Background: an optimization exercise with open tools, aiming at small area and a short achievable clock period. Do not read the settings as production practice. Only simulation tests tie the RTL to the original design; equivalence was not proved. No activity file was given, so power comes from the tool's default toggle rates.

==> design/flow/design.v <==
`default_nettype none
package dmaSystemPkg;
    localparam int wordWidth = 32;
    localparam int regAddrWidth = 5;
    localparam int byteAddrWidth = 32;
    localparam logic [5:0] functAdd = 6'd32;
    localparam logic [5:0] functSub = 6'd34;
    localparam logic [5:0] functAnd = 6'd36;
    localparam logic [5:0] functOr = 6'd37;
    localparam logic [1:0] clsAdd = 2'd0;
    localparam logic [1:0] clsSub = 2'd1;
    localparam logic [1:0] clsAnd = 2'd2;
    localparam logic [1:0] clsOr = 2'd3;
    localparam int codeWidth = 2 + 3 * regAddrWidth;
    function automatic logic [codeWidth-1:0] encodeInstr(input logic [31:0] w);
        logic [1:0] c;
        logic [4:0] rs;
        logic [4:0] rt;
        rs = w[25:21];
        rt = w[20:16];
        if (w[31:26] != 6'd0 || w[10:6] != 5'd0) begin
            c = clsAnd;
            rs = 5'd1;
            rt = 5'd0;
        end else begin
            case (w[5:0])
                functAdd: c = clsAdd;
                functSub: c = clsSub;
                functAnd: begin
                    c = clsAnd;
                    if (rs == 5'd1 && rt == 5'd0) begin
                        rs = 5'd0;
                        rt = 5'd1;
                    end
                end
                functOr: c = clsOr;
                default: begin
                    c = clsSub;
                    rs = 5'd0;
                    rt = 5'd0;
                end
            endcase
        end
        encodeInstr = {c, rs, rt, w[15:11]};
    endfunction
    function automatic logic isNop(input logic [codeWidth-1:0] c);
        isNop = c[codeWidth-1:codeWidth-2] == clsAnd && c[14:5] == {5'd1, 5'd0};
    endfunction
endpackage
`default_nettype wire
`timescale 1ns/10ps
`default_nettype none
module registerFile (
    input wire logic clock,
    input wire logic fill,
    input wire logic [4:0] rsIndex,
    input wire logic [4:0] rtIndex,
    input wire logic regWrite,
    input wire logic [4:0] regWriteIndex,
    input wire logic [31:0] regWriteValue,
    output logic [31:0] rsValue,
    output logic [31:0] rtValue
);
    logic [31:0] registers [32];
    logic [31:0] wordEnable;
    logic [31:0] oneFill;
    assign oneFill = regWriteValue | {32{fill}};
    always_comb begin
        for (int i = 0; i < 32; i++) begin
            wordEnable[i] = fill || (regWrite && regWriteIndex == 5'(i));
        end
    end
    always_ff @(posedge clock) begin
        for (int i = 0; i < 32; i++) begin
            if (wordEnable[i]) begin
                for (int b = 0; b < 32; b++) begin
                    registers[i][b] <= (b < 5 && ((i >> b) & 1) == 1) ?
                                       oneFill[b] : regWriteValue[b];
                end
            end
        end
    end
    always_comb begin
        rsValue = {27'd0, rsIndex & {5{fill}}};
        rtValue = {27'd0, rtIndex & {5{fill}}};
        for (int i = 0; i < 32; i++) begin
            rsValue = rsValue | ({32{!fill && rsIndex == 5'(i)}} & registers[i]);
            rtValue = rtValue | ({32{!fill && rtIndex == 5'(i)}} & registers[i]);
        end
    end
endmodule
`default_nettype wire
`timescale 1ns/10ps
`default_nettype none
module wordMemory #(
    parameter bit descendingFill = 1'b0,
    parameter bit hasLoad = 1'b0
) (
    input wire logic clock,
    input wire logic fill,
    input wire logic [6:0] byteAddress,
    input wire logic byteWrite,
    input wire logic [7:0] writeByte,
    input wire logic loadWrite,
    input wire logic [6:0] loadAddress,
    input wire logic [7:0] loadByte,
    input wire logic [31:0] readSelect,
    output logic [31:0] readWord
);
    logic [7:0] storage [128];
    logic [127:0] moveHit;
    logic [127:0] loadHit;
    logic [127:0] takeMove;
    logic [7:0] oneFill;
    assign oneFill = writeByte | {8{fill}};
    always_comb begin
        for (int k = 0; k < 128; k++) begin
            moveHit[k] = byteWrite && byteAddress == 7'(k);
            loadHit[k] = hasLoad && loadWrite && loadAddress == 7'(k);
            takeMove[k] = moveHit[k] || !loadHit[k];
        end
    end
    function automatic logic fillBit(input int k, input int b);
        int v;
        v = (k % 4 != 0) ? 0 : (descendingFill ? 31 - k / 4 : k / 4);
        fillBit = ((v >> b) & 1) == 1;
    endfunction
    always_ff @(posedge clock) begin
        for (int k = 0; k < 128; k++) begin
            if (fill || moveHit[k] || loadHit[k]) begin
                for (int b = 0; b < 8; b++) begin
                    if (takeMove[k]) begin
                        storage[k][b] <= fillBit(k, b) ? oneFill[b] : writeByte[b];
                    end else begin
                        storage[k][b] <= loadByte[b];
                    end
                end
            end
        end
    end
    always_comb begin
        readWord = '0;
        for (int j = 0; j < 32; j++) begin
            readWord = readWord | ({32{readSelect[j]}} &
                       {storage[4*j+3], storage[4*j+2], storage[4*j+1], storage[4*j]});
        end
    end
endmodule
`default_nettype wire
`timescale 1ns/10ps
`default_nettype none
module byteMover (
    input wire logic clock,
    input wire logic reset,
    input wire logic acceptRequest,
    input wire logic moveStart,
    input wire logic [64:0] dmaDescriptor,
    input wire logic diskLoad,
    input wire logic [6:0] diskLoadAddr,
    input wire logic [7:0] diskLoadByte,
    input wire logic [31:0] sourceWord,
    output logic [4:0] readWord,
    output logic toRam,
    output logic active,
    output logic [6:0] address,
    output logic [7:0] currentByte,
    output logic [41:0] byteStrobe,
    output logic countZero,
    output logic moveLast
);
    logic [31:0] remaining;
    logic [4:0] raWord;
    logic [1:0] raLane;
    logic [4:0] raWordPlus;
    logic advance;
    logic crossing;
    logic [31:0] heldWord;
    logic [31:0] nextWord;
    logic [7:0] nextByte;
    logic loadHere;
    assign advance = moveStart || active;
    assign crossing = advance && raLane == 2'd3;
    assign readWord = crossing ? raWordPlus : raWord;
    always_ff @(posedge clock) begin
        if (reset) begin
            active <= 1'b0;
        end else if (moveStart) begin
            active <= !countZero;
        end else if (moveLast) begin
            active <= 1'b0;
        end
    end
    always_ff @(posedge clock) begin
        if (acceptRequest) begin
            toRam <= dmaDescriptor[64];
            address <= dmaDescriptor[38:32];
            raWord <= dmaDescriptor[38:34];
            raLane <= dmaDescriptor[33:32];
            remaining <= dmaDescriptor[31:0];
        end else begin
            if (advance) begin
                raLane <= raLane + 2'd1;
                if (raLane == 2'd3) begin
                    raWord <= raWordPlus;
                end
            end
            if (active) begin
                address <= {raWord, raLane};
                remaining <= remaining - 32'd1;
            end
        end
        if (!advance) begin
            raWordPlus <= raWord + 5'd1;
        end else if (raLane == 2'd3) begin
            raWordPlus <= raWordPlus + 5'd1;
        end
    end
    always_comb begin
        nextWord = sourceWord;
        if (toRam && diskLoad && diskLoadAddr[6:2] == readWord) begin
            nextWord[8*diskLoadAddr[1:0] +: 8] = diskLoadByte;
        end
    end
    always_ff @(posedge clock) begin
        heldWord <= nextWord;
    end
    assign loadHere = toRam && diskLoad && diskLoadAddr == {raWord, raLane};
    assign nextByte = loadHere ? diskLoadByte : heldWord[8*raLane +: 8];
    always_ff @(posedge clock) begin
        if (reset) begin
            currentByte <= 8'd0;
        end else begin
            currentByte <= nextByte;
        end
    end
    logic activeOut;
    logic toRamOut;
    logic [6:0] addressOut;
    logic [7:0] byteOut;
    always_ff @(posedge clock) begin
        if (reset) begin
            activeOut <= 1'b0;
        end else begin
            activeOut <= (moveStart && !countZero) ||
                         (activeOut && remaining != 32'd1);
        end
        if (moveStart) begin
            toRamOut <= toRam;
            addressOut <= address;
        end else if (active) begin
            addressOut <= {raWord, raLane};
        end
        byteOut <= nextByte;
    end
    assign byteStrobe = {activeOut, toRamOut, 25'd0, addressOut, byteOut};
    assign countZero = (remaining == 32'd0);
    assign moveLast = active && (remaining == 32'd1);
endmodule
`default_nettype wire
`timescale 1ns/10ps
`default_nettype none
module busController (
    input wire logic clock,
    input wire logic reset,
    input wire logic dmaRequest,
    input wire logic holdAck,
    input wire logic moving,
    input wire logic countZero,
    input wire logic moveLast,
    output logic acceptRequest,
    output logic moveStart,
    output logic dmaBusy,
    output logic dmaDone,
    output logic dmaBusyOut,
    output logic busHeldOut
);
    logic requesting;
    assign requesting = dmaBusy && !moving;
    assign moveStart = requesting && holdAck;
    assign acceptRequest = dmaRequest && !dmaBusy;
    always_ff @(posedge clock) begin
        if (reset) begin
            dmaBusy <= 1'b0;
            dmaDone <= 1'b0;
        end else begin
            dmaBusy <= acceptRequest ||
                       (dmaBusy && !moveLast && !(moveStart && countZero));
            dmaDone <= moveLast || (moveStart && countZero);
        end
    end
    always_ff @(posedge clock) begin
        if (reset) begin
            dmaBusyOut <= 1'b0;
            busHeldOut <= 1'b0;
        end else begin
            dmaBusyOut <= (dmaRequest && !dmaBusyOut) ||
                          (dmaBusyOut && !moveLast && !(moveStart && countZero));
            busHeldOut <= dmaBusyOut;
        end
    end
endmodule
`default_nettype wire
`timescale 1ns/10ps
`default_nettype none
module cpuPipeline (
    input wire logic clock,
    input wire logic reset,
    input wire logic progWrite,
    input wire logic [5:0] progAddr,
    input wire logic [31:0] progData,
    input wire logic holdRequest,
    input wire logic [31:0] rsValue,
    input wire logic [31:0] rtValue,
    output logic holdAck,
    output logic [4:0] rsIndex,
    output logic [4:0] rtIndex,
    output logic regWrite,
    output logic [4:0] regWriteIndex,
    output logic [31:0] regWriteValue,
    output logic [37:0] commit
);
    localparam int cw = dmaSystemPkg::codeWidth;
    logic [cw-1:0] programMemory [64];
    logic [cw-1:0] progCode;
    logic [5:0] pc;
    logic [5:0] pcPlus;
    logic [cw-1:0] fetchWord;
    logic [cw-1:0] fetchRead;
    logic freeze;
    logic [1:0] xCls;
    logic [4:0] xRd;
    logic xWrites;
    logic [31:0] opA;
    logic [31:0] opB;
    logic [31:0] aluResult;
    logic exValid;
    logic [4:0] exRd;
    logic [31:0] exResult;
    assign freeze = holdRequest;
    assign progCode = dmaSystemPkg::encodeInstr(progData);
    always_ff @(posedge clock) begin
        for (int j = 0; j < 64; j++) begin
            if (progWrite && progAddr == 6'(j)) begin
                programMemory[j] <= progCode;
            end
        end
    end
    always_ff @(posedge clock) begin
        if (reset) begin
            holdAck <= 1'b0;
        end else begin
            holdAck <= holdRequest;
        end
    end
    always_comb begin
        fetchRead = '0;
        for (int j = 0; j < 64; j++) begin
            fetchRead = fetchRead | ({cw{pcPlus == 6'(j)}} & programMemory[j]);
        end
    end
    always_ff @(posedge clock) begin
        if (reset) begin
            pc <= 6'd0;
            pcPlus <= 6'd1;
        end else if (!freeze) begin
            pc <= pcPlus;
            pcPlus <= pcPlus + 6'd1;
        end
    end
    always_ff @(posedge clock) begin
        if (reset) begin
            fetchWord <= (progWrite && progAddr == 6'd0) ? progCode : programMemory[0];
        end else if (freeze) begin
            if (progWrite && progAddr == pc) begin
                fetchWord <= progCode;
            end
        end else if (progWrite && progAddr == pcPlus) begin
            fetchWord <= progCode;
        end else begin
            fetchWord <= fetchRead;
        end
    end
    assign rsIndex = fetchWord[14:10];
    assign rtIndex = fetchWord[9:5];
    always_ff @(posedge clock) begin
        if (reset) begin
            xWrites <= 1'b0;
        end else if (!freeze) begin
            xWrites <= !dmaSystemPkg::isNop(fetchWord);
        end
    end
    always_ff @(posedge clock) begin
        if (!freeze) begin
            xCls <= fetchWord[cw-1:cw-2];
            xRd <= fetchWord[4:0];
            opA <= (exValid && exRd == rsIndex) ? exResult : rsValue;
            opB <= (exValid && exRd == rtIndex) ? exResult : rtValue;
        end
    end
    always_comb begin
        if (xCls[1]) begin
            aluResult = xCls[0] ? (opA | opB) : (opA & opB);
        end else begin
            aluResult = opA + (xCls[0] ? ~opB : opB) + 32'(xCls[0]);
        end
    end
    always_ff @(posedge clock) begin
        if (reset) begin
            exValid <= 1'b0;
        end else if (!freeze) begin
            exValid <= xWrites;
        end
    end
    always_ff @(posedge clock) begin
        if (reset) begin
            exResult <= '0;
        end else if (!freeze) begin
            exResult <= aluResult;
        end
        if (!freeze) begin
            exRd <= xRd;
        end
    end
    assign regWrite = exValid && !freeze;
    assign regWriteIndex = exRd;
    assign regWriteValue = exResult;
    always_ff @(posedge clock) begin
        if (reset) begin
            commit[37] <= 1'b0;
        end else begin
            commit[37] <= regWrite;
        end
        commit[36:32] <= exRd;
        commit[31:0] <= exResult;
    end
endmodule
`default_nettype wire
`timescale 1ns/10ps
`default_nettype none
module dmaSystemTop #(
    parameter int imemWords = 64,
    parameter int memWords = 32
) (
    input wire logic clock,
    input wire logic reset,
    input wire logic progWrite,
    input wire logic [$clog2(imemWords)-1:0] progAddr,
    input wire logic [31:0] progData,
    input wire logic dmaRequest,
    input wire logic [64:0] dmaDescriptor,
    input wire logic diskLoad,
    input wire logic [$clog2(memWords*4)-1:0] diskLoadAddr,
    input wire logic [7:0] diskLoadByte,
    output logic [37:0] commit,
    output logic [41:0] byteStrobe,
    output logic busHeld,
    output logic dmaBusy,
    output logic dmaDone
);
    logic [4:0] rsIndex;
    logic [4:0] rtIndex;
    logic [31:0] rsValue;
    logic [31:0] rtValue;
    logic regWrite;
    logic [4:0] regWriteIndex;
    logic [31:0] regWriteValue;
    logic acceptRequest;
    logic holdRequest;
    logic holdAck;
    logic moveStart;
    logic moveLast;
    logic countZero;
    logic active;
    logic toRam;
    logic [6:0] address;
    logic [4:0] readWord;
    logic [7:0] currentByte;
    logic [31:0] sourceWord;
    logic [31:0] ramWord;
    logic [31:0] diskWord;
    logic [31:0] ramSelect;
    logic [31:0] diskSelect;
    cpuPipeline i_cpuPipeline (
        .clock(clock),
        .reset(reset),
        .progWrite(progWrite),
        .progAddr(progAddr),
        .progData(progData),
        .holdRequest(holdRequest),
        .rsValue(rsValue),
        .rtValue(rtValue),
        .holdAck(holdAck),
        .rsIndex(rsIndex),
        .rtIndex(rtIndex),
        .regWrite(regWrite),
        .regWriteIndex(regWriteIndex),
        .regWriteValue(regWriteValue),
        .commit(commit)
    );
    logic fill;
    always_ff @(posedge clock) begin
        fill <= reset;
    end
    registerFile i_registerFile (
        .clock(clock),
        .fill(fill),
        .rsIndex(rsIndex),
        .rtIndex(rtIndex),
        .regWrite(regWrite),
        .regWriteIndex(regWriteIndex),
        .regWriteValue(regWriteValue),
        .rsValue(rsValue),
        .rtValue(rtValue)
    );
    busController i_busController (
        .clock(clock),
        .reset(reset),
        .dmaRequest(dmaRequest),
        .holdAck(holdAck),
        .moving(active),
        .countZero(countZero),
        .moveLast(moveLast),
        .acceptRequest(acceptRequest),
        .moveStart(moveStart),
        .dmaBusy(holdRequest),
        .dmaDone(dmaDone),
        .dmaBusyOut(dmaBusy),
        .busHeldOut(busHeld)
    );
    byteMover i_byteMover (
        .clock(clock),
        .reset(reset),
        .acceptRequest(acceptRequest),
        .moveStart(moveStart),
        .dmaDescriptor(dmaDescriptor),
        .diskLoad(diskLoad),
        .diskLoadAddr(diskLoadAddr),
        .diskLoadByte(diskLoadByte),
        .sourceWord(sourceWord),
        .readWord(readWord),
        .toRam(toRam),
        .active(active),
        .address(address),
        .currentByte(currentByte),
        .byteStrobe(byteStrobe),
        .countZero(countZero),
        .moveLast(moveLast)
    );
    always_comb begin
        for (int j = 0; j < 32; j++) begin
            ramSelect[j] = !toRam && readWord == 5'(j);
            diskSelect[j] = toRam && readWord == 5'(j);
        end
    end
    assign sourceWord = ramWord | diskWord;
    wordMemory #(
        .descendingFill(1'b0),
        .hasLoad(1'b0)
    ) ramMemory (
        .clock(clock),
        .fill(fill),
        .byteAddress(address),
        .byteWrite(active && toRam),
        .writeByte(currentByte),
        .loadWrite(1'b0),
        .loadAddress('0),
        .loadByte('0),
        .readSelect(ramSelect),
        .readWord(ramWord)
    );
    wordMemory #(
        .descendingFill(1'b1),
        .hasLoad(1'b1)
    ) diskMemory (
        .clock(clock),
        .fill(fill),
        .byteAddress(address),
        .byteWrite(active && !toRam),
        .writeByte(currentByte),
        .loadWrite(diskLoad && !reset),
        .loadAddress(diskLoadAddr),
        .loadByte(diskLoadByte),
        .readSelect(diskSelect),
        .readWord(diskWord)
    );
endmodule
`default_nettype wire
==> design/flow/flow/run.sh <==
#!/bin/bash
# Standard layout, with timing repair aiming past the clock period.
set -o pipefail
export SETUP_SLACK_MARGIN=${SETUP_SLACK_MARGIN_OVERRIDE:-6.5}
cp standard.sh standard_copy.sh.txt 2>/dev/null
bash standard.sh > standard.log 2>&1
==> design/flow/standard.sh <==
#!/bin/bash
# synth_recipe.tcl (not shown) runs the flow's synth.tcl, then flattens the netlist and writes it again
# the make line also repeats each setting of config.mk as NAME=value (left out here)
make -C /OpenROAD-flow-scripts/flow DESIGN_CONFIG=/design/flow/config.mk WORK_HOME=/design/flow/orfs CLKGATE_MAP_FILE= SYNTH_SCRIPT=/design/flow/synth_recipe.tcl "${@:-finish}"
==> design/flow/config.mk <==
export PLATFORM = sky130hd
export DESIGN_NAME = dmaSystemTop
export DESIGN_NICKNAME = dmaSystemTop
export VERILOG_FILES = /design/flow/design.v
export SDC_FILE = /design/flow/constraint.sdc
export NUM_CORES = 8
export LEC_CHECK = 0
export ABC_CLOCK_PERIOD_IN_PS = 3000
export CAP_MARGIN = 20
export CORE_MARGIN = 2
export CORE_UTILIZATION = 45
export PLACE_DENSITY = 0.6
export SLEW_MARGIN = 20
==> design/flow/constraint.sdc <==
create_clock -name core_clock -period 10.0 [get_ports {clock}]
set_input_delay 2.0000 -clock core_clock [delete_from_list [all_inputs] [get_ports {clock}]]
set_output_delay 2.0000 -clock core_clock [all_outputs]
set_load 0.01 [all_outputs]
==> summary.md, run 1 <==
| Metric | Value |
|---|---|
| H-tree Lvls | `5` |
| Residual DRC | `0` |
| Fill cell count | `~32000` |
| I/O Buffers | `155` |
| Number of synthesized flops with an enable pin | `around 4300` |
| CTS buffer count | `roughly 450` |
| Critical Path RT | `~11 ns` |
| R2r setup slk | `6.01 ns` |
| Critical path class | `flip-flop to flip-flop` |
| Top FF cell, synth | `edfxtp_1` |
| Pre-antenna DRT Iters | `13` |
| DR vias | `around 150k` |
| GPL Wtd Cong | `0.991` |
| Initial DRC count | `a little over 30000` |
| Final std cells w/o fill | `19000` |
| Clock skew | `roughly 0.06 ns` |
| Vias per cell | `around 7.7` |
| DR WL/cell | `roughly 49 um` |
| Rows | `236` |
| Total of max-cap violations | `0` |
| WHS Path Cells | `0` |
| ANT nets after route | `0` |
| Worst IR drop on VDD | `~0.19 mV` |
| Setup-failing EPs final | `0` |
| R2R depth | `12` |
| Fmax achieved | `251 MHz` |
| Hold_buf cts | `0` |
| Layout overhead on the synthesized area | `23.9%` |
| Final WL | `approximately 930000 um` |
| Initial antenna violation count | `57` |
| Post-synth top area share | `0.693` |
| Post-DP HPWL | `519000 um` |
| Initial core utilization | `0.451` |
| Largest net degree at the start of global routing | `145` |
| Sequential cell area fraction in the yosys report | `0.710` |
| Crit path max fanout | `9` |
| Area leader, netlist | `edfxtp_1` |
| Fin crit share | `0.399` |
| Die Y | `around 650 um` |
| Synth Area per Inst | `about 15 um2` |
| Die area | `between 400000 and 500000 um2` |
| First-pass GRT wire length | `approximately 1200000 um` |
| Reg2reg start | `i_byteMover.raLane[1]` |
| Setup crit end kind | `flip-flop` |
| Placed insts | `17500` |
| Async S/R FF share, synth | `0` |
| Synth Cell Area | `about 190000 um2` |
| PD cells | `between 200 and 250 nW/um2` |
| Die width | `about 650 um` |
| Core area | `about 410000 um2` |
| Final Max Slew Viols | `0` |
| NumNets Final | `roughly 13000` |
| Yosys warns | `11` |
| Root buf cell | `clkbuf_16` |
| Hold Vio Cnt, Final | `0` |
| Total grt overflow | `0` |
| Crit path to | `i_byteMover.heldWord[15]` |
| Max clock buf depth | `4` |
| CTS sink cnt | `~4500` |
| RSZ-0062 raised after global routing | `yes` |
| Worst-margin pin slew | `1.27 ns` |
| Synth cell types | `about 90` |
| Run status | `no timing/DRC/antenna violations` |
| Leakage | `around 0.079 uW` |
| Worst-Skew Late Latency | `~1.1 ns` |
| Most common cell after layout, fill and taps aside | `edfxtp_1` |
| Post-layout min period | `about 4 ns` |
| CP arrival | `approximately 4.9 ns` |
| Multi-input logic area | `slightly above 60000 um2` |
| CP Launch Type | `flip-flop` |
| Total track usage | `0.427` |
| Vias in the first global route | `around 130k` |
| Rel. slew slack | `0.150` |
| Setup crit start | `i_byteMover.raLane[1]` |
| Ports | `206` |
| Cells after synthesis | `12300` |
| Reg clk slew, reported paths | `about 0.06 ns` |
| Register Area | `132000 um2` |
| Commonest cells after routing, fill and taps aside | `edfxtp_1 (4296), a22oi_1 (1084), mux2_4 (811), buf_4 (724), a22o_1 (524)` |
| Reg2reg end | `i_byteMover.heldWord[15]` |
| Largest cells by area after synthesis | `edfxtp_1 (69%), mux2_2 (5.4%), a22oi_1 (4.7%)` |
| Layout cells sized above 1 | `0.304` |
| Yosys reg bits | `around 4500` |
| Setup TNS | `0 ns` |
| CTS tree | `yes` |
| Type of the tightest min-delay check | `flip-flop to flip-flop` |
through the flow:
step / instance area (um2) / setup WS, ns / utilization / hold WS, ns / total power (uW)
after global routing: 231000 / 6.17 / 0.559 / 0.425 / 54100
final: 231000 / 6.01 / 0.559 / 0.419 / 53400
after global placement: 203000 / 4.12 / 0.491 / 0.402 / 34700
after floorplan: 193000 / 5.94 / - / 0.346 / 30800
after CTS: 226000 / 6.15 / 0.549 / 0.419 / 52300
after detailed placement: 203000 / 3.98 / 0.492 / 0.405 / 34900
Yosys cell counts, types with 25 or more instances:
master	number
a2111oi_0	25
a21o_1	151
a21oi_1	374
a221o_1	37
a221oi_1	556
a222oi_1	73
a22o_1	547
a22oi_1	1158
a31oi_1	46
a32oi_1	54
and2_1	32
and4_1	60
buf_1	89
buf_2	99
buf_4	37
clkbuf_1	762
dfxtp_1	157
edfxtp_1	4296
ha_1	43
inv_1	36
mux2_2	893
mux2i_1	51
nand2_1	589
nand2b_1	29
nand3_1	116
nand4_1	507
nor2_1	484
nor3_1	141
nor4_1	82
o21ai_0	231
or4_1	33
xnor2_1	64
xor2_1	59
power by group:
group          leakage (uW)  internal (uW)  switching, uW
clock network       0.00717           9610           7610
registers            0.0429          24900           2280
logic                0.0292           3460           5540
what timing repair did:
item | CTS | global route
resized for setup | 1140 | 397
setup endpoints to repair | 3576 | 1071
pin swaps | 201 | 168
setup buffers | 383 | 189
gates cloned | 20 | 15
critical path: stages, from the launching register on:
cell,delay [ns]
edfxtp_1,0.43
ha_4,0.23
buf_6,0.13
a21boi_4,0.29
buf_4,0.18
a211oi_2,0.03
buf_4,0.28
nand4_1,0.17
nand4_1,0.63
nor4_4,0.81
nand4_1,0.25
o31ai_4,0.27
o21ai_1,0.11
layer usage:
metal,vias up,track usage,wire [um]
li1,52200,-,-
met3,4894,0.172,156000
met4,47,0.350,99500
met2,16500,0.602,379000
met1,72000,0.514,296000
met5,-,0.00197,565
final cells by class:
class,count,share of cell area
sequential,4453,0.574
multi-input combinational,6792,0.266
timing repair buffer,1317,0.0652
clock buffer,592,0.0534
tap,5474,0.0297
clock inverter,256,0.0102
inverter,47,0.000927
antenna,56,0.000607
timing repair inverter,1,0.0000271
cell families (layout without fill, tap and decap cells):
kind of cell	after synthesis	after routing	synth area share
AOI/OAI and AO/OA	3433	3433	0.141
xor gates and xnor gates	123	123	0.00579
adders and majority gates	66	66	0.00418
buffers and inverters	1038	2213	0.0225
DFF	4453	4453	0.710
muxes	954	954	0.0580
other	1	81	0.0000201
and+or+nand+nor	2189	2191	0.0592
state kept, by name (all words and copies together) (netlist names), 6 cells and up:
signal / count
i_byteMover.remaining: 32
i_byteMover.addressOut: 7
i_cpuPipeline.opA: 32
i_registerFile.registers: 1024
i_byteMover.address: 7
i_cpuPipeline.programMemory: 1088
i_byteMover.heldWord: 32
i_cpuPipeline.pc: 6
i_cpuPipeline.pcPlus: 6
diskMemory.storage: 1024
i_cpuPipeline.opB: 32
i_byteMover.byteOut: 8
ramMemory.storage: 1024
i_cpuPipeline.commit: 38
i_cpuPipeline.exResult: 32
i_cpuPipeline.fetchWord: 17
i_byteMover.currentByte: 8
worst min-delay path by stage:
stage                                     from                       end  slack (ns)
finish              i_cpuPipeline.fetchWord[3]      i_cpuPipeline.xRd[3]        0.42
CTS                 i_cpuPipeline.fetchWord[3]      i_cpuPipeline.xRd[3]        0.42
global placement          i_cpuPipeline.xRd[1]     i_cpuPipeline.exRd[1]        0.40
floorplan                i_cpuPipeline.exRd[0]  i_cpuPipeline.commit[32]        0.35
detailed placement        i_cpuPipeline.xRd[3]     i_cpuPipeline.exRd[3]        0.41
global route        i_cpuPipeline.fetchWord[3]      i_cpuPipeline.xRd[3]        0.43
==> run 2: changes to the inputs <==
--- a/design/flow/design.v
+++ b/design/flow/design.v
@@ -127,12 +127,25 @@
     endfunction
+    logic [127:0] takeLoad;
+    logic [127:0] keep;
+    always_comb begin
+        for (int k = 0; k < 128; k++) begin
+            takeLoad[k] = loadHit[k] && !moveHit[k];
+            keep[k] = !(fill || moveHit[k] || loadHit[k]);
+        end
+    end
     always_ff @(posedge clock) begin
         for (int k = 0; k < 128; k++) begin
-            if (fill || moveHit[k] || loadHit[k]) begin
-                for (int b = 0; b < 8; b++) begin
-                    if (takeMove[k]) begin
+            if (!hasLoad) begin
+                if (fill || moveHit[k]) begin
+                    for (int b = 0; b < 8; b++) begin
                         storage[k][b] <= fillBit(k, b) ? oneFill[b] : writeByte[b];
-                    end else begin
-                        storage[k][b] <= loadByte[b];
                     end
                 end
+            end else begin
+                for (int b = 0; b < 8; b++) begin
+                    storage[k][b] <= (takeMove[k] && !keep[k] &&
+                                      (fillBit(k, b) ? oneFill[b] : writeByte[b])) ||
+                                     (takeLoad[k] && loadByte[b]) ||
+                                     (keep[k] && storage[k][b]);
+                end
             end
@@ -156,2 +169,4 @@
     input wire logic moveStart,
+    input wire logic busy,
+    input wire logic busyNext,
     input wire logic [64:0] dmaDescriptor,
@@ -182,11 +197,42 @@
     assign crossing = advance && raLane == 2'd3;
-    assign readWord = crossing ? raWordPlus : raWord;
-    always_ff @(posedge clock) begin
+    logic activeNext;
+    logic [4:0] raWordNext;
+    logic [1:0] raLaneNext;
+    logic [4:0] raWordPlusNext;
+    logic advanceNext;
+    always_comb begin
         if (reset) begin
-            active <= 1'b0;
+            activeNext = 1'b0;
         end else if (moveStart) begin
-            active <= !countZero;
+            activeNext = !countZero;
         end else if (moveLast) begin
-            active <= 1'b0;
+            activeNext = 1'b0;
+        end else begin
+            activeNext = active;
         end
+        if (acceptRequest) begin
+            raWordNext = dmaDescriptor[38:34];
+            raLaneNext = dmaDescriptor[33:32];
+        end else if (advance) begin
+            raWordNext = crossing ? raWordPlus : raWord;
+            raLaneNext = raLane + 2'd1;
+        end else begin
+            raWordNext = raWord;
+            raLaneNext = raLane;
+        end
+        if (!advance) begin
+            raWordPlusNext = raWord + 5'd1;
+        end else if (crossing) begin
+            raWordPlusNext = raWordPlus + 5'd1;
+        end else begin
+            raWordPlusNext = raWordPlus;
+        end
+        advanceNext = activeNext || (busyNext && busy);
+    end
+    always_ff @(posedge clock) begin
+        active <= activeNext;
+        raWord <= raWordNext;
+        raLane <= raLaneNext;
+        raWordPlus <= raWordPlusNext;
+        readWord <= (advanceNext && raLaneNext == 2'd3) ? raWordPlusNext : raWordNext;
     end
@@ -196,21 +242,6 @@
             address <= dmaDescriptor[38:32];
-            raWord <= dmaDescriptor[38:34];
-            raLane <= dmaDescriptor[33:32];
             remaining <= dmaDescriptor[31:0];
-        end else begin
-            if (advance) begin
-                raLane <= raLane + 2'd1;
-                if (raLane == 2'd3) begin
-                    raWord <= raWordPlus;
-                end
-            end
-            if (active) begin
-                address <= {raWord, raLane};
-                remaining <= remaining - 32'd1;
-            end
-        end
-        if (!advance) begin
-            raWordPlus <= raWord + 5'd1;
-        end else if (raLane == 2'd3) begin
-            raWordPlus <= raWordPlus + 5'd1;
+        end else if (active) begin
+            address <= {raWord, raLane};
+            remaining <= remaining - 32'd1;
         end
@@ -246,8 +277,4 @@
         end
-        if (moveStart) begin
-            toRamOut <= toRam;
-            addressOut <= address;
-        end else if (active) begin
-            addressOut <= {raWord, raLane};
-        end
+        toRamOut <= toRam;
+        addressOut <= {raWord, raLane};
         byteOut <= nextByte;
@@ -272,2 +299,3 @@
     output logic dmaBusy,
+    output logic busyNext,
     output logic dmaDone,
@@ -280,2 +308,4 @@
     assign acceptRequest = dmaRequest && !dmaBusy;
+    assign busyNext = !reset && (acceptRequest ||
+                      (dmaBusy && !moveLast && !(moveStart && countZero)));
     always_ff @(posedge clock) begin
@@ -285,4 +315,3 @@
         end else begin
-            dmaBusy <= acceptRequest ||
-                       (dmaBusy && !moveLast && !(moveStart && countZero));
+            dmaBusy <= busyNext;
             dmaDone <= moveLast || (moveStart && countZero);
@@ -311,2 +340,3 @@
     input wire logic holdRequest,
+    input wire logic holdNext,
     input wire logic [31:0] rsValue,
@@ -354,2 +384,5 @@
     end
+    logic [5:0] pcNext;
+    logic [5:0] pcPlusNext;
+    logic [5:0] fetchAddress;
     always_comb begin
@@ -357,12 +390,13 @@
         for (int j = 0; j < 64; j++) begin
-            fetchRead = fetchRead | ({cw{pcPlus == 6'(j)}} & programMemory[j]);
+            fetchRead = fetchRead | ({cw{fetchAddress == 6'(j)}} & programMemory[j]);
         end
-    end
-    always_ff @(posedge clock) begin
         if (reset) begin
-            pc <= 6'd0;
-            pcPlus <= 6'd1;
-        end else if (!freeze) begin
-            pc <= pcPlus;
-            pcPlus <= pcPlus + 6'd1;
+            pcNext = 6'd0;
+            pcPlusNext = 6'd1;
+        end else if (freeze) begin
+            pcNext = pc;
+            pcPlusNext = pcPlus;
+        end else begin
+            pcNext = pcPlus;
+            pcPlusNext = pcPlus + 6'd1;
         end
@@ -370,9 +404,10 @@
     always_ff @(posedge clock) begin
+        pc <= pcNext;
+        pcPlus <= pcPlusNext;
+        fetchAddress <= holdNext ? pcNext : pcPlusNext;
+    end
+    always_ff @(posedge clock) begin
         if (reset) begin
             fetchWord <= (progWrite && progAddr == 6'd0) ? progCode : programMemory[0];
-        end else if (freeze) begin
-            if (progWrite && progAddr == pc) begin
-                fetchWord <= progCode;
-            end
-        end else if (progWrite && progAddr == pcPlus) begin
+        end else if (progWrite && progAddr == fetchAddress) begin
             fetchWord <= progCode;
@@ -468,2 +503,3 @@
     logic holdRequest;
+    logic busyNext;
     logic holdAck;
@@ -489,2 +525,3 @@
         .holdRequest(holdRequest),
+        .holdNext(busyNext),
         .rsValue(rsValue),
@@ -525,2 +562,3 @@
         .dmaBusy(holdRequest),
+        .busyNext(busyNext),
         .dmaDone(dmaDone),
@@ -534,2 +572,4 @@
         .moveStart(moveStart),
+        .busy(holdRequest),
+        .busyNext(busyNext),
         .dmaDescriptor(dmaDescriptor),
==> design/flow/flow/run.sh (replaced) <==
#!/bin/bash
# The standard layout (standard.sh), with two changes to how it is made:
# timing repair aims 6.3 ns past the clock period's slack, and the clock
# tree uses larger sink clusters and no dummy loads.
set -o pipefail
export SETUP_SLACK_MARGIN=6.3
export CTS_ARGS="-sink_clustering_enable -repair_clock_nets -sink_clustering_size 24 -sink_clustering_max_diameter 80 -dont_use_dummy_load"
bash standard.sh > standard.log 2>&1
--- a/design/flow/config.mk
+++ b/design/flow/config.mk
@@ -7,3 +7,2 @@
 export LEC_CHECK = 0
-export ABC_CLOCK_PERIOD_IN_PS = 3000
 export CAP_MARGIN = 20
==> run 2 against run 1 <==
Compared with the run above:
- still clean on timing, DRC and antenna
- critical path depth fell by 3
- fmax is 1.4% higher
- sequential power decreased by 2%
- largest power group unchanged
==> summary.md, run 2 <==
| Metric | Value |
|---|---|
| Run status | `no timing/DRC/antenna violations` |
| Reg clk slew, reported paths | `around 0.1 ns` |
| Critical path class | `flip-flop to flip-flop` |
| Area leader, netlist | `edfxtp_1` |
| Most frequent cell after synthesis | `edfxtp_1` |
| Top FF cell, synth | `edfxtp_1` |
| Worst IR drop on VDD | `between 0.15 and 0.2 mV` |
| CTS buffer count | `between 200 and 250` |
| Total of max-cap violations | `0` |
| Fin crit share | `0.393` |
| Commonest cells after routing, fill and taps aside | `edfxtp_1 (3235), a22oi_1 (1387), dfxtp_1 (1169), a222oi_1 (1098), inv_1 (1048)` |
| Vias in the first global route | `approximately 130k` |
| Ports | `between 200 and 250` |
| R2r setup slk | `6.07 ns` |
| DR vias | `roughly 150k` |
| Async S/R FF share, synth | `0` |
| CP Launch Type | `flip-flop` |
| Pwr Total | `approximately 44000 uW` |
| WHS Path Cells | `0` |
| R2R depth | `9` |
| Comb pwr share | `0.175` |
| Post-DP HPWL | `506000 um` |
| Worst-Skew Late Latency | `about 1.1 ns` |
| Reg2reg start | `i_byteMover.readWord[1]` |
| Core area | `between 300000 and 400000 um2` |
| Type of the tightest min-delay check | `flip-flop to flip-flop` |
| Layout overhead on the synthesized area | `10.2%` |
| ANT nets after route | `0` |
| CTS tree | `yes` |
| Worst setup margin | `about 6.1 ns` |
| CTS sink cnt | `~4500` |
| Worst hold slack | `approximately 0.39 ns` |
| Number of synthesized flops with an enable pin | `about 3200` |
| Total track usage | `0.414` |
| Setup-failing EPs final | `0` |
| Crit path max fanout | `17` |
| First-pass GRT wire length | `about 1200000 um` |
| Post-synth top cells | `edfxtp_1 (3235), a22oi_1 (1394), dfxtp_1 (1229)` |
| Initial antenna violation count | `69` |
| Final Max Slew Viols | `0` |
| Die Y | `635 um` |
| CP arrival | `4.85 ns` |
| Most common cell after layout, fill and taps aside | `edfxtp_1` |
| I/O Buffers | `155` |
| Net Sw Frac | `0.318` |
| Total grt overflow | `0` |
| Hold Path End | `i_cpuPipeline.xRd[2]` |
| Clk pwr share | `0.225` |
| Vias per cell | `approximately 7.9` |
| GPL Wtd Cong | `around 1.0` |
| Largest cells by area after synthesis | `edfxtp_1 (54%), dfxtp_1 (14%), a222oi_1 (6.1%)` |
| DR WL/cell | `47.2 um` |
| Max FFs per register | `approximately 1100` |
| Yosys warns | `11` |
| Initial core utilization | `0.452` |
| Sw power | `14000 uW` |
| Leakage | `between 0.07 and 0.08 uW` |
| Post-synth top area share | `0.542` |
| Die area | `about 400000 um2` |
| Hold Vio Cnt, Final | `0` |
| Setup TNS | `0 ns` |
| Sequential cell area fraction in the yosys report | `0.679` |
| DP Worst Slack | `3.75 ns` |
| Yosys reg bits | `between 4000 and 5000` |
| Layout cells sized above 1 | `0.117` |
| Residual DRC | `0` |
| Hold wc startpoint | `i_cpuPipeline.fetchWord[2]` |
| Rows | `approximately 230` |
| Cells after synthesis | `13400` |
| Biggest register | `i_cpuPipeline.programMemory` |
| Synth Cell Area | `approximately 180000 um2` |
| Synth Area per Inst | `between 10 and 15 um2` |
| Die width | `635 um` |
| Reg2reg end | `i_byteMover.heldWord[23]` |
| Post-layout min period | `3.93 ns` |
| Root buf cell | `clkbuf_16` |
| Largest net degree at the start of global routing | `162` |
| H-tree Lvls | `4` |
| Sequential power share | `0.600` |
| Design internal power | `about 30000 uW` |
| Max clock buf depth | `4` |
| Hold_buf cts | `0` |
| Initial DRC count | `approximately 38000` |
| Final Util | `0.498` |
| RSZ-0062 raised after global routing | `yes` |
| PD cells | `between 200 and 250 nW/um2` |
| Final WL | `874000 um` |
| Synth cell types | `a little over 90` |
| NumNets Final | `13400` |
| Critical Path RT | `10.92 ns` |
| Worst-margin pin slew | `1.31 ns` |
| Rel. slew slack | `0.129` |
| Fmax achieved | `between 200 and 300 MHz` |
| Clock skew | `between 0.1 and 0.15 ns` |
| Pre-antenna DRT Iters | `22` |
| Setup crit end kind | `flip-flop` |
-- run 2: cell count changes after synthesis, sizes merged, moves of 60 or more --
cell	change
inv	+1017
nor2	+65
a22oi	+236
mux2	-858
and2	+104
clkbuf	+103
nand4	-123
a21oi	-60
edfxtp	-1061
o21ai	-84
dfxtp	+1072
a222oi	+1025
-- run 2: what timing repair did --
| action | CTS | global route |
|---|---|---|
| resized for setup | 347 | 111 |
| pin swaps | 25 | 34 |
| cloned | 2 | 0 |
| buffers inserted | 38 | 52 |
| endpoints found under the setup margin | 1351 | 1013 |
-- run 2: cell type report --
| type | count | area (um2) |
|---|---|---|
| antenna | 50 | 125 |
| timing repair buffer | 694 | 6110 |
| sequential | 4464 | 122000 |
| fill | 33600 | 199000 |
| inverter | 1056 | 3970 |
| clock buffer | 221 | 5530 |
| tap | 5242 | 6560 |
| multi-input combinational | 6801 | 53200 |
-- run 2: worst max-delay path by stage --
stage / endpoint / depth (start not counted) / slack (ns) / start
finish: i_byteMover.heldWord[23] / 9 / 6.07 / i_byteMover.readWord[1]
detailed placement: diskMemory.storage[90][7] / 9 / 3.75 / diskLoadAddr[3]
global placement: diskMemory.storage[90][7] / 9 / 3.78 / diskLoadAddr[3]
CTS: diskMemory.storage[39][0] / 9 / 6.28 / reset
global route: i_byteMover.heldWord[23] / 9 / 6.15 / i_byteMover.readWord[1]
floorplan: i_cpuPipeline.fetchWord[5] / 8 / 6.00 / progData[28]
-- run 2: cells by family after synthesis --
family | synth area share
mux | 0.00467
fa+ha+maj | 0.00370
other cells | 0.0000209
simple gates | 0.0596
flops | 0.679
buf+inv | 0.0460
compound gates | 0.201
xor+xnor | 0.00582
-- run 2: power groups by stage --
stage               sequential, uW  clock (uW)  combinational (uW)
finish                       26500        9930                7740
detailed placement           26700           0                7150
CTS                          26300        9790                7240
global placement             26600           0                7010
global route                 26700       10400                7930
floorplan                    25600           0                4130
-- run 2: per-layer routing --
metal | global-route usage | up-vias | routed length (um)
li1 | - | 53700 | -
met1 | 0.504 | 71100 | 277000
met2 | 0.579 | 16300 | 353000
met3 | 0.166 | 4391 | 154000
met4 | 0.335 | 58 | 89700
met5 | 0.00331 | - | 749
-- run 2: metrics by stage --
step	instances	area, um2
after floorplan	13400	181000
after global placement	18200	189000
after detailed placement	18200	190000
after CTS	18400	196000
after global routing	18500	197000
final	18500	197000
-- run 2: critical path, cell delays in order, from the launching register on --
cell	delay, ns
dfxtp_4	0.44
nand2_1	0.24
nor3b_1	0.14
and2_2	0.53
buf_4	0.45
a22oi_2	0.46
nand4_1	0.24
or4_1	0.63
nor4_4	0.52
o21ai_1	0.15
==> run 3: changes to the inputs <==
--- a/design/flow/design.v
+++ b/design/flow/design.v
@@ -57,2 +57,6 @@
     input wire logic [4:0] rtIndex,
+    input wire logic [3:0] rsHigh,
+    input wire logic [7:0] rsLow,
+    input wire logic [3:0] rtHigh,
+    input wire logic [7:0] rtLow,
     input wire logic regWrite,
@@ -86,4 +90,4 @@
         for (int i = 0; i < 32; i++) begin
-            rsValue = rsValue | ({32{!fill && rsIndex == 5'(i)}} & registers[i]);
-            rtValue = rtValue | ({32{!fill && rtIndex == 5'(i)}} & registers[i]);
+            rsValue = rsValue | ({32{rsHigh[i / 8] && rsLow[i % 8]}} & registers[i]);
+            rtValue = rtValue | ({32{rtHigh[i / 8] && rtLow[i % 8]}} & registers[i]);
         end
@@ -176,3 +180,6 @@
     input wire logic [31:0] sourceWord,
-    output logic [4:0] readWord,
+    output logic [63:0] readSelect,
+    output logic pendingLoad,
+    output logic [6:0] pendingAddr,
+    output logic [7:0] pendingByte,
     output logic toRam,
@@ -186,2 +193,5 @@
     logic [31:0] remaining;
+    logic [4:0] readWord;
+    logic toRamNext;
+    logic [4:0] readWordNext;
     logic [4:0] raWord;
@@ -231,2 +241,4 @@
     end
+    assign toRamNext = acceptRequest ? dmaDescriptor[64] : toRam;
+    assign readWordNext = (advanceNext && raLaneNext == 2'd3) ? raWordPlusNext : raWordNext;
     always_ff @(posedge clock) begin
@@ -236,7 +248,8 @@
         raWordPlus <= raWordPlusNext;
-        readWord <= (advanceNext && raLaneNext == 2'd3) ? raWordPlusNext : raWordNext;
+        readWord <= readWordNext;
+        readSelect <= 64'd1 << {toRamNext, readWordNext};
     end
     always_ff @(posedge clock) begin
+        toRam <= toRamNext;
         if (acceptRequest) begin
-            toRam <= dmaDescriptor[64];
             address <= dmaDescriptor[38:32];
@@ -248,6 +261,12 @@
     end
+    always_ff @(posedge clock) begin
+        pendingLoad <= diskLoad && !reset &&
+                       !(active && !toRam && address == diskLoadAddr);
+        pendingAddr <= diskLoadAddr;
+        pendingByte <= diskLoadByte;
+    end
     always_comb begin
         nextWord = sourceWord;
-        if (toRam && diskLoad && diskLoadAddr[6:2] == readWord) begin
-            nextWord[8*diskLoadAddr[1:0] +: 8] = diskLoadByte;
+        if (toRam && pendingLoad && pendingAddr[6:2] == readWord) begin
+            nextWord[8*pendingAddr[1:0] +: 8] = pendingByte;
         end
@@ -257,4 +276,14 @@
     end
+    logic pendingHere;
     assign loadHere = toRam && diskLoad && diskLoadAddr == {raWord, raLane};
-    assign nextByte = loadHere ? diskLoadByte : heldWord[8*raLane +: 8];
+    assign pendingHere = toRam && pendingLoad && pendingAddr == {raWord, raLane};
+    always_comb begin
+        if (loadHere) begin
+            nextByte = diskLoadByte;
+        end else if (pendingHere) begin
+            nextByte = pendingByte;
+        end else begin
+            nextByte = heldWord[8*raLane +: 8];
+        end
+    end
     always_ff @(posedge clock) begin
@@ -346,2 +375,6 @@
     output logic [4:0] rtIndex,
+    output logic [3:0] rsHigh,
+    output logic [7:0] rsLow,
+    output logic [3:0] rtHigh,
+    output logic [7:0] rtLow,
     output logic regWrite,
@@ -386,3 +419,5 @@
     logic [5:0] pcPlusNext;
+    logic [5:0] fetchAddressNext;
     logic [5:0] fetchAddress;
+    logic [63:0] fetchSelect;
     always_comb begin
@@ -390,3 +425,3 @@
         for (int j = 0; j < 64; j++) begin
-            fetchRead = fetchRead | ({cw{fetchAddress == 6'(j)}} & programMemory[j]);
+            fetchRead = fetchRead | ({cw{fetchSelect[j]}} & programMemory[j]);
         end
@@ -403,2 +438,3 @@
     end
+    assign fetchAddressNext = holdNext ? pcNext : pcPlusNext;
     always_ff @(posedge clock) begin
@@ -406,13 +442,22 @@
         pcPlus <= pcPlusNext;
-        fetchAddress <= holdNext ? pcNext : pcPlusNext;
+        fetchAddress <= fetchAddressNext;
+        fetchSelect <= 64'd1 << fetchAddressNext;
     end
-    always_ff @(posedge clock) begin
+    logic [cw-1:0] fetchWordNext;
+    always_comb begin
         if (reset) begin
-            fetchWord <= (progWrite && progAddr == 6'd0) ? progCode : programMemory[0];
+            fetchWordNext = (progWrite && progAddr == 6'd0) ? progCode : programMemory[0];
         end else if (progWrite && progAddr == fetchAddress) begin
-            fetchWord <= progCode;
+            fetchWordNext = progCode;
         end else begin
-            fetchWord <= fetchRead;
+            fetchWordNext = fetchRead;
         end
     end
+    always_ff @(posedge clock) begin
+        fetchWord <= fetchWordNext;
+        rsHigh <= reset ? 4'd0 : 4'd1 << fetchWordNext[14:13];
+        rsLow <= 8'd1 << fetchWordNext[12:10];
+        rtHigh <= reset ? 4'd0 : 4'd1 << fetchWordNext[9:8];
+        rtLow <= 8'd1 << fetchWordNext[7:5];
+    end
     assign rsIndex = fetchWord[14:10];
@@ -496,2 +541,6 @@
     logic [4:0] rtIndex;
+    logic [3:0] rsHigh;
+    logic [7:0] rsLow;
+    logic [3:0] rtHigh;
+    logic [7:0] rtLow;
     logic [31:0] rsValue;
@@ -511,3 +560,6 @@
     logic [6:0] address;
-    logic [4:0] readWord;
+    logic [63:0] readSelect;
+    logic pendingLoad;
+    logic [6:0] pendingAddr;
+    logic [7:0] pendingByte;
     logic [7:0] currentByte;
@@ -531,2 +583,6 @@
         .rtIndex(rtIndex),
+        .rsHigh(rsHigh),
+        .rsLow(rsLow),
+        .rtHigh(rtHigh),
+        .rtLow(rtLow),
         .regWrite(regWrite),
@@ -545,2 +601,6 @@
         .rtIndex(rtIndex),
+        .rsHigh(rsHigh),
+        .rsLow(rsLow),
+        .rtHigh(rtHigh),
+        .rtLow(rtLow),
         .regWrite(regWrite),
@@ -579,3 +639,6 @@
         .sourceWord(sourceWord),
-        .readWord(readWord),
+        .readSelect(readSelect),
+        .pendingLoad(pendingLoad),
+        .pendingAddr(pendingAddr),
+        .pendingByte(pendingByte),
         .toRam(toRam),
@@ -590,4 +653,4 @@
         for (int j = 0; j < 32; j++) begin
-            ramSelect[j] = !toRam && readWord == 5'(j);
-            diskSelect[j] = toRam && readWord == 5'(j);
+            ramSelect[j] = readSelect[j];
+            diskSelect[j] = readSelect[32 + j];
         end
@@ -619,5 +682,5 @@
         .writeByte(currentByte),
-        .loadWrite(diskLoad && !reset),
-        .loadAddress(diskLoadAddr),
-        .loadByte(diskLoadByte),
+        .loadWrite(pendingLoad),
+        .loadAddress(pendingAddr),
+        .loadByte(pendingByte),
         .readSelect(diskSelect),
==> run 3 against run 2 <==
Compared with the run above:
- critical path type unchanged
- register-to-register slack about the same
- final area grew 0.60%
- core utilization down 0.88 points
- sequential share of layout area grew 1.4 points
- synthesized cell count increased by 0.72%
- clock-buffer cell count increased by 5
- largest power group unchanged
- sequential cell count grew 168
- fmax up 0.11%
- sequential power increased by 2%
==> summary.md, run 3 <==
| Metric | Value |
|---|---|
| Critical-path top delay cell | `a221oi_1` |
| Hold Path End | `i_cpuPipeline.xRd[0]` |
| First-pass GRT wire length | `1180000 um` |
| Initial DRC count | `approximately 37000` |
| Fill cell count | `34700` |
| CP Cell Sequence | `buf_4 > a22o_1 > a221oi_1 > nand3_1 > or4_1 > o31ai_1 > o21ai_0` |
| Top FF cell, synth | `edfxtp_1` |
| Area leader, netlist | `edfxtp_1` |
| Yosys reg bits | `4632` |
| Critical path's top delay family | `compound AO/OA/AOI/OAI gates` |
| Run status | `no timing/DRC/antenna violations` |
| Final Max Slew Viols | `0` |
| Synth cell types | `just under 90` |
| Rel. slew slack | `0.127` |
| Clock skew | `approximately 0.11 ns` |
| Fin crit share | `0.393` |
| CP arrival | `roughly 4.8 ns` |
| Largest net degree at the start of global routing | `about 150` |
| DP Worst Slack | `approximately 4.8 ns` |
| Die area | `412000 um2` |
| Die Y | `around 640 um` |
| Biggest register | `i_cpuPipeline.programMemory` |
| GPL Wtd Cong | `approximately 1` |
| CTS buffer count | `approximately 230` |
| Rows | `between 200 and 250` |
| Leakage | `about 0.073 uW` |
| Largest cells by area after synthesis | `edfxtp_1 (53%), dfxtp_1 (15%), a222oi_1 (5.7%)` |
| Vias in the first global route | `~140k` |
| Sequential cell area fraction in the yosys report | `0.683` |
| Worst setup margin | `slightly above 6 ns` |
| Post-synth top area share | `0.530` |
| Critical path class | `flip-flop to flip-flop` |
| R2r setup slk | `6.07 ns` |
| Initial core utilization | `0.451` |
| Reg2reg end | `i_byteMover.heldWord[8]` |
| Setup TNS | `0 ns` |
| NumNets Final | `13400` |
| Final WL | `around 900000 um` |
| Layout overhead on the synthesized area | `8.47%` |
| Total buffers and inverters traversed by the critical path | `1` |
| DR WL/cell | `~48 um` |
| Worst IR drop on VDD | `0.160 mV` |
| Most frequent cell after synthesis | `edfxtp_1` |
| Total grt overflow | `0` |
| CTS sink cnt | `around 4600` |
| Cells after synthesis | `between 10000 and 15000` |
| H-tree Lvls | `4` |
| Synth Area per Inst | `approximately 14 um2` |
| Layout cells sized above 1 | `0.0986` |
| Pre-antenna DRT Iters | `22` |
| Core area | `roughly 410000 um2` |
| CP max stage delay | `a little over 0.9 ns` |
| CP Launch Type | `flip-flop` |
| Hold Vio Cnt, Final | `0` |
| Post-layout min period | `3.93 ns` |
| Setup-failing EPs final | `0` |
| Initial antenna violation count | `90` |
| Hold wc startpoint | `i_cpuPipeline.fetchWord[0]` |
| DR vias | `between 100k and 150k` |
| Post-synth top cells | `edfxtp_1 (3234), dfxtp_1 (1398), inv_1 (1056)` |
| Crit path max fanout | `11` |
| Reg clk slew, reported paths | `around 0.09 ns` |
| Multi-input logic area | `slightly above 50000 um2` |
| Critical Path RT | `approximately 11 ns` |
| Fmax achieved | `between 200 and 300 MHz` |
| Die width | `between 600 and 700 um` |
| Reg2reg start | `i_byteMover.readSelect[61]` |
| Worst-margin pin slew | `around 1.3 ns` |
| Async S/R FF share, synth | `0` |
| WHS Path Cells | `0` |
| Yosys warns | `11` |
| Ports | `roughly 200` |
| Post-DP HPWL | `roughly 510000 um` |
| Worst-Skew Late Latency | `around 1.1 ns` |
| Total of max-cap violations | `0` |
| Max clock buf depth | `4` |
| Setup crit end kind | `flip-flop` |
| I/O Buffers | `around 160` |
| Most common cell after layout, fill and taps aside | `edfxtp_1` |
| Type of the tightest min-delay check | `flip-flop to flip-flop` |
| Residual DRC | `0` |
| Total track usage | `0.416` |
| CTS tree | `yes` |
| Root buf cell | `clkbuf_16` |
| PD cells | `approximately 230 nW/um2` |
| Synth Cell Area | `roughly 180000 um2` |
| ANT nets after route | `0` |
| Register Area | `between 100000 and 150000 um2` |
| RSZ-0062 raised after global routing | `yes` |
| Number of synthesized flops with an enable pin | `between 3000 and 4000` |
| Commonest cells after routing, fill and taps aside | `edfxtp_1 (3234), dfxtp_1 (1245), inv_1 (1047), a222oi_1 (1034), a22o_1 (880)` |
| R2R depth | `7` |
| Max FFs per register | `about 1100` |
| Vias per cell | `roughly 8.0` |
## run 3: cell families (layout without fill, tap and decap cells)
family | after synthesis | in the layout | share of synthesized area
AOI/OAI and AO/OA | 4484 | 4485 | 0.205
and+or+nand+nor | 1867 | 1870 | 0.0514
DFF | 4632 | 4632 | 0.683
muxes | 41 | 41 | 0.00290
other | 1 | 110 | 0.0000205
xor gates and xnor gates | 135 | 135 | 0.00646
adders and majority gates | 62 | 62 | 0.00403
buffers and inverters | 2258 | 1933 | 0.0472
## run 3: metrics by stage
stage	instances	hold WS [ns]	util	instance area [um2]	total power (uW)
final	18700	0.412	0.489	199000	45300
after global routing	18600	0.420	0.489	198000	46100
after CTS	18600	0.412	0.487	198000	44500
after detailed placement	18300	0.390	0.472	192000	34800
after global placement	18300	0.392	0.472	191000	34500
after floorplan	13500	0.329	-	184000	30500
## run 3: per-layer routing
metal / share of wire / wire (um) / vias up / global-route usage
met3: 0.17 / 156000 / 4814 / 0.165
met5: 0.00048 / 430 / - / 0.00324
met2: 0.41 / 364000 / 17200 / 0.585
met4: 0.10 / 91400 / 48 / 0.335
met1: 0.32 / 287000 / 72800 / 0.504
li1: - / - / 54000 / -
## run 3: timing repair
action | 4_1_cts | 5_1_grt
gates cloned | 9 | 8
setup buffers | 11 | 22
hold buffers | 0 | 0
endpoints found under the setup margin | 622 | 614
gates resized for setup | 177 | 87
pin swaps | 6 | 20
## run 3: how the worst max path moves through the flow
stage                                     startpoint                      end  slack (ns)  cells past startpoint
after detailed placement                progData[22]   i_cpuPipeline.rsLow[3]        4.80                      9
final                     i_byteMover.readSelect[61]  i_byteMover.heldWord[8]        6.07                      7
after global placement                   progData[0]   i_cpuPipeline.rsLow[2]        4.88                      9
after CTS                                progAddr[2]   i_cpuPipeline.rsLow[3]        5.96                      9
after global routing                    progData[29]   i_cpuPipeline.rsLow[3]        6.22                     11
after floorplan                         progData[28]   i_cpuPipeline.rtLow[1]        5.87                      7
## run 3: final cells by class
type | instances | share of cell area
Multi-Input combinational cell | 6618 | 0.257
Inverter | 1059 | 0.0202
Tap cell | 5428 | 0.0342
Antenna cell | 85 | 0.00107
Timing Repair inverter | 7 | 0.000239
Sequential cell | 4632 | 0.631
Clock buffer | 226 | 0.0285
Timing Repair Buffer | 641 | 0.0279
## run 3: where the power goes
group / internal [uW] / switching (uW) / total (uW)
combinational: 2480 / 5530 / 8010
clock: 4020 / 6180 / 10200
sequential: 24500 / 2640 / 27100
total: 31000 / 14300 / 45300
==> run 4: changes to the inputs <==
==> design/flow/flow/run.sh (replaced) <==
#!/bin/bash
# The standard layout (standard.sh), with two changes to how it is made:
# timing repair aims 6.6 ns past the clock period's slack, and the clock
# tree uses larger sink clusters and no dummy loads.
set -o pipefail
export SETUP_SLACK_MARGIN=6.6
export CTS_ARGS="-sink_clustering_enable -repair_clock_nets -sink_clustering_size 24 -sink_clustering_max_diameter 80 -dont_use_dummy_load"
bash standard.sh > standard.log 2>&1
==> run 4 against run 3 <==
Compared with the run above:
- worst setup slack improved by 0.28 ns
- clock power barely moved
- non-clock buffer count rose by 73
- largest cell class unchanged
- largest power group unchanged
- still clean on timing, DRC and antenna
- sequential cell count did not move
- sequential share of layout area fell by 0.68 points
- worst hold slack got worse by 0.013 ns
- die area did not move
- cell count rose by 0.28%
==> summary.md, run 4 <==
| Metric | Value |
|---|---|
| Run status | `no timing/DRC/antenna violations` |
| Final Max Slew Viols | `0` |
| Final Instance Area | `201000 um2` |
| Vias in the first global route | `136000` |
| Type of the tightest min-delay check | `flip-flop to flip-flop` |
| Total of max-cap violations | `0` |
| Fill cell count | `around 35000` |
| Most common cell after layout, fill and taps aside | `edfxtp_1` |
| Total grt overflow | `0` |
| Worst-Skew Late Latency | `between 1 and 1.5 ns` |
| Area leader, netlist | `edfxtp_1` |
| Max clock buf depth | `4` |
| Post-synth top cells | `edfxtp_1 (3234), dfxtp_1 (1398), inv_1 (1056)` |
| GPL Wtd Cong | `1.02` |
| Residual DRC | `0` |
| Worst setup margin | `6.35 ns` |
| Synth Cell Area | `about 180000 um2` |
| Setup crit start | `i_byteMover.readSelect[10]` |
| Die Y | `642 um` |
| First-pass GRT wire length | `between 1000000 and 1500000 um` |
| CP Cell Sequence | `buf_4 > buf_4 > a22o_1 > a221oi_1 > nand4_1 > or4_1 > a22o_1` |
| Reg clk slew, reported paths | `roughly 0.10 ns` |
| Max FFs per register | `1088` |
| Main combinational cell family by area after synthesis | `compound AO/OA/AOI/OAI gates` |
| PD cells | `228 nW/um2` |
| Compound-cell area share of the yosys netlist | `0.205` |
| Largest net degree at the start of global routing | `~140` |
| Post-DP HPWL | `around 520000 um` |
| Largest cells by area after synthesis | `edfxtp_1 (53%), dfxtp_1 (15%), a222oi_1 (5.7%)` |
| Synth Area per Inst | `roughly 14 um2` |
| Setup TNS | `0 ns` |
| Post-synth top area share | `0.530` |
| Leakage | `around 0.073 uW` |
| Initial antenna violation count | `74` |
| NumNets Final | `13400` |
| Fin crit share | `0.365` |
| Cells after synthesis | `~13000` |
| Critical path class | `flip-flop to flip-flop` |
| Biggest register | `i_cpuPipeline.programMemory` |
| Crit path max fanout | `18` |
| DR vias | `149000` |
| Placed insts | `about 18000` |
| I/O Buffers | `155` |
| Setup-failing EPs final | `0` |
| Async S/R FF share, synth | `0` |
| Fmax achieved | `~270 MHz` |
| Worst-margin pin slew | `around 1.3 ns` |
| Sequential cell area fraction in the yosys report | `0.683` |
| Hold wc startpoint | `i_cpuPipeline.xRd[2]` |
| Hold_buf cts | `0` |
| Commonest cells after routing, fill and taps aside | `edfxtp_1 (3234), dfxtp_1 (1219), inv_1 (1047), a222oi_1 (1034), a22o_1 (879)` |
| Layout overhead on the synthesized area | `9.69%` |
| Core area | `approximately 410000 um2` |
| CTS sink cnt | `approximately 4600` |
| Initial core utilization | `0.451` |
| Synth cell types | `87` |
| Hold Vio Cnt, Final | `0` |
| Setup crit end kind | `flip-flop` |
| Final std cells w/o fill | `18700` |
| DR WL/cell | `48.3 um` |
| Post-synthesis mux area share | `0.00290` |
| CTS buffer count | `approximately 230` |
| CTS tree | `yes` |
| Total track usage | `0.420` |
| Ports | `~210` |
| Rows | `~230` |
| Top FF cell, synth | `edfxtp_1` |
| DP Worst Slack | `about 4.5 ns` |
| ANT nets after route | `0` |
| Initial DRC count | `37800` |
| Pre-antenna DRT Iters | `17` |
| Number of synthesized flops with an enable pin | `about 3200` |
| Layout cells sized above 1 | `0.121` |
| H-tree Lvls | `4` |
| CP max stage delay | `roughly 0.95 ns` |
| Reg2reg start | `i_byteMover.readSelect[10]` |
| CP Launch Type | `flip-flop` |
| CP arrival | `4.58 ns` |
| Critical-path top delay cell | `a221oi_1` |
| Root buf cell | `clkbuf_16` |
| Pwr Total | `about 46000 uW` |
| Critical Path RT | `around 11 ns` |
| Vias per cell | `7.93` |
| Yosys warns | `11` |
| Adder-cell area share of the yosys netlist | `0.00403` |
| Simple-gate share of the synthesized area | `0.0514` |
| Final WL | `approximately 910000 um` |
| Clock skew | `approximately 0.13 ns` |
| Post-synthesis xor/xnor area fraction | `0.00646` |
| RSZ-0062 raised after global routing | `yes` |
| Die width | `about 640 um` |
| Die area | `412000 um2` |
| Worst IR drop on VDD | `~0.16 mV` |
| Post-layout min period | `between 3 and 4 ns` |
| Cell Area, Placed | `around 190000 um2` |
| Rel. slew slack | `0.120` |
| Most frequent cell after synthesis | `edfxtp_1` |
| Yosys reg bits | `~4600` |
## run 4: cells by family (layout without fill, tap and decap cells)
group	after synthesis	count (layout)
buf+inv	2258	2013
mux	41	41
flops	4632	4632
other cells	1	79
simple gates	1867	1871
fa+ha+maj	62	62
xor+xnor	135	135
compound gates	4484	4487
## run 4: layer usage
layer  track usage  wire length, um
met5      0.000231              386
met4         0.339            96200
met3         0.165           159000
met2         0.586           362000
met1         0.516           288000
## run 4: repair_timing
item,4_1_cts,5_1_grt
pin swaps,48,45
setup buffers,67,42
endpoints found under the setup margin,3223,1633
gates cloned,22,5
gates resized for setup,538,210
## run 4: final timing paths
path	depth (start not counted)	slack, ns	endpoint
hold reg to reg	0	0.40	i_cpuPipeline.exRd[2]
setup / recovery	7	6.35	i_byteMover.heldWord[19]
setup reg to reg	7	6.35	i_byteMover.heldWord[19]
hold / removal	0	0.40	i_cpuPipeline.exRd[2]
## run 4: critical path, delay by kind of cell (launching register included)
kind,cells,cell delay (ns)
flops,1,0.31
simple gates,2,1.04
compound gates,3,1.44
buf+inv,2,0.69
## run 4: per-stage QoR
stage           util  hold WS, ns
6_report       0.495        0.398
5_1_grt        0.495        0.398
4_1_cts        0.491        0.407
3_5_place_dp   0.473        0.391
3_3_place_gp   0.472        0.388
2_1_floorplan      -        0.329
## run 4: cell type report
class / instances / area, um2 / area share
timing repair inverter: 13 / 95.1 / 0.000474
inverter: 1059 / 4020 / 0.0200
antenna: 54 / 135 / 0.000673
clock buffer: 227 / 5680 / 0.0283
sequential: 4632 / 125000 / 0.625
multi-input combinational: 6621 / 51900 / 0.258
timing repair buffer: 714 / 6770 / 0.0337
tap: 5428 / 6790 / 0.0338
## run 4: where the power goes
group	total [uW]	internal, uW	switching, uW	leakage [uW]
clock	10200	4040	6200	0.00280
sequential	27200	24500	2720	0.0423
combinational	8370	2740	5630	0.0283
total	45800	31300	14500	0.0734
==> run 5: changes to the inputs <==
==> design/flow/flow/run.sh (replaced) <==
#!/bin/bash
# The standard layout (standard.sh), with two changes to how it is made:
# timing repair aims 6.8 ns past the clock period's slack, and the clock
# tree uses larger sink clusters and no dummy loads.
set -o pipefail
export SETUP_SLACK_MARGIN=6.8
export CTS_ARGS="-sink_clustering_enable -repair_clock_nets -sink_clustering_size 24 -sink_clustering_max_diameter 80 -dont_use_dummy_load"
bash standard.sh > standard.log 2>&1
==> run 5 against run 4 <==
Compared with the run above:
- critical endpoint is now byteStrobe[5]
- routed wire length fell by 1.0%
- largest power group unchanged
- sequential power barely moved
- critical path type is now flip-flop to output pin
- still clean
- power rose by 0.23%
==> summary.md, run 5 <==
| Metric | Value |
|---|---|
| Final WL | `approximately 900000 um` |
| Hold wc startpoint | `i_cpuPipeline.exResult[28]` |
| Rows | `234` |
| Initial DRC count | `between 30000 and 40000` |
| Type of the tightest min-delay check | `flip-flop to flip-flop` |
| Fin crit share | `0.367` |
| Total grt overflow | `0` |
| DR WL/cell | `47.9 um` |
| Clock skew | `0.132 ns` |
| Core area | `406000 um2` |
| CP Cell Sequence | `buf_6` |
| Run status | `no timing/DRC/antenna violations` |
| Root buf cell | `clkbuf_16` |
| Hold Vio Cnt, Final | `0` |
| CP max stage delay | `roughly 0.46 ns` |
| CP arrival | `~1.7 ns` |
| Critical path class | `flip-flop to output pin` |
| Total buffers and inverters traversed by the critical path | `1` |
| Worst IR drop on VDD | `~0.19 mV` |
| First-pass GRT wire length | `1180000 um` |
| Critical path's top delay family | `flip-flops` |
| Vias in the first global route | `136000` |
| H-tree Lvls | `4` |
| Net Sw Frac | `0.319` |
| PD cells | `around 230 nW/um2` |
| Placed insts | `18300` |
| Pre-antenna DRT Iters | `23` |
| Yosys reg bits | `between 4000 and 5000` |
| Post-synth top cells | `edfxtp_1 (3234), dfxtp_1 (1398), inv_1 (1056)` |
| Setup crit end kind | `output pin` |
| Fmax achieved | `about 270 MHz` |
| Die Y | `~640 um` |
| Worst setup margin | `~6.3 ns` |
| DP Worst Slack | `4.59 ns` |
| Max FFs per register | `roughly 1100` |
| Die area | `about 400000 um2` |
| Initial antenna violation count | `62` |
| Synth cell types | `87` |
| Synth Cell Area | `around 180000 um2` |
| RSZ-0062 raised after global routing | `yes` |
| Layout overhead on the synthesized area | `10.2%` |
| Layout cells sized above 1 | `0.129` |
| Most common cell after layout, fill and taps aside | `edfxtp_1` |
| CTS buffer count | `between 200 and 250` |
| Hold Path End | `i_cpuPipeline.commit[28]` |
| Total of max-cap violations | `0` |
| Sw power | `approximately 15000 uW` |
| Cells after synthesis | `around 13000` |
| Comb pwr share | `0.185` |
[run 5: cell types whose count changed in the layout (fill, tap and decap cells not counted), moves of 16 or more]
cell and change:
a21o_2 +16, buf_4 -42, a221oi_1 -20, a21o_1 -18, a221oi_2 +20, a21oi_1 -52
a21oi_2 +43, nor2_2 -16
[run 5: worst max path at each step]
| stage | cells after the start | end |
|---|---|---|
| after floorplan | 7 | i_cpuPipeline.rtLow[1] |
| after global placement | 10 | i_byteMover.readSelect[14] |
| after detailed placement | 10 | i_byteMover.readSelect[6] |
| after CTS | 1 | byteStrobe[5] |
| after global routing | 1 | byteStrobe[5] |
| final | 1 | byteStrobe[5] |
[run 5: metal layers]
layer  track usage  vias up  share of wire
met5       0.00948        -         0.0010
li1              -    54100              -
met4         0.333       74           0.11
met2         0.575    16900           0.40
met3         0.171     4888           0.18
met1         0.505    72200           0.32
[run 5: repair_timing]
item,CTS,global route
hold endpoints to repair,0,0
setup buffers,61,42
endpoints found under the setup margin,4844,1506
cloned,26,8
gates resized for setup,757,243
pin swaps,42,61
[run 5: final cells by class]
class                      count  area (um2)
antenna                       50         125
clock buffer                 224        5610
fill                       34600      204000
inverter                    1059        4030
multi-input combinational   6623       53000
sequential                  4632      125000
tap                         5428        6790
timing repair buffer         691        6800
timing repair inverter         6        45.0
[run 5: through the flow]
stage	cell area, um2	power (uW)	utilization
floorplan	185000	30700	-
global placement	192000	34600	0.473
detailed placement	192000	34900	0.473
CTS	200000	44800	0.493
global route	202000	46700	0.497
finish	202000	45900	0.497
[run 5: cell families (layout without fill, tap and decap cells)]
group | Yosys count | count (layout) | share of synthesized area
adder cells (fa/ha/maj) | 62 | 62 | 0.00403
other | 1 | 75 | 0.0000205
multiplexers | 41 | 41 | 0.00290
flip-flops | 4632 | 4632 | 0.683
buffers and inverters | 2258 | 1980 | 0.0472
XOR/XNOR | 135 | 135 | 0.00646
AND/OR/NAND/NOR | 1867 | 1871 | 0.0514
AO/OA/AOI/OAI | 4484 | 4489 | 0.205
[run 5: power groups by stage]
stage          clock network, uW  logic (uW)  registers [uW]
6_report                   10200        8510           27300
5_1_grt                    10600        8660           27400
4_1_cts                    10000        7750           27000
3_5_place_dp                   0        7420           27400
3_3_place_gp                   0        7290           27300
2_1_floorplan                  0        4350           26300

-- port drivers added, routing unchanged --
The results above use ideal ports. As a check the final layouts listed here were re-extracted and re-timed, cells and wires unchanged.
Step 1 sets driving cells, clkbuf_16 on the clock port and buf_2 on the other inputs (assumed; they add their load-dependent delay and slew).
Step 2 times the ports against the registers' clock, not the clock port: input delays grow and output delays shrink by t, the midpoint of the rising clock arrivals with the driver on.
Slacks: ideal ports / drivers / drivers and shift; pairs: ideal ports / drivers.
run	shift t [ns]	slack for setup (ns)
run 1	1.183	6.015 / 6.015 / 5.115
run 2	1.137	6.068 / 6.068 / 4.977
run 3	1.152	6.073 / 6.073 / 5.228
run 4	1.125	6.349 / 6.255 / 5.493
run 5	1.116	6.334 / 6.224 / 5.750
After both steps every run listed still meets setup and hold.
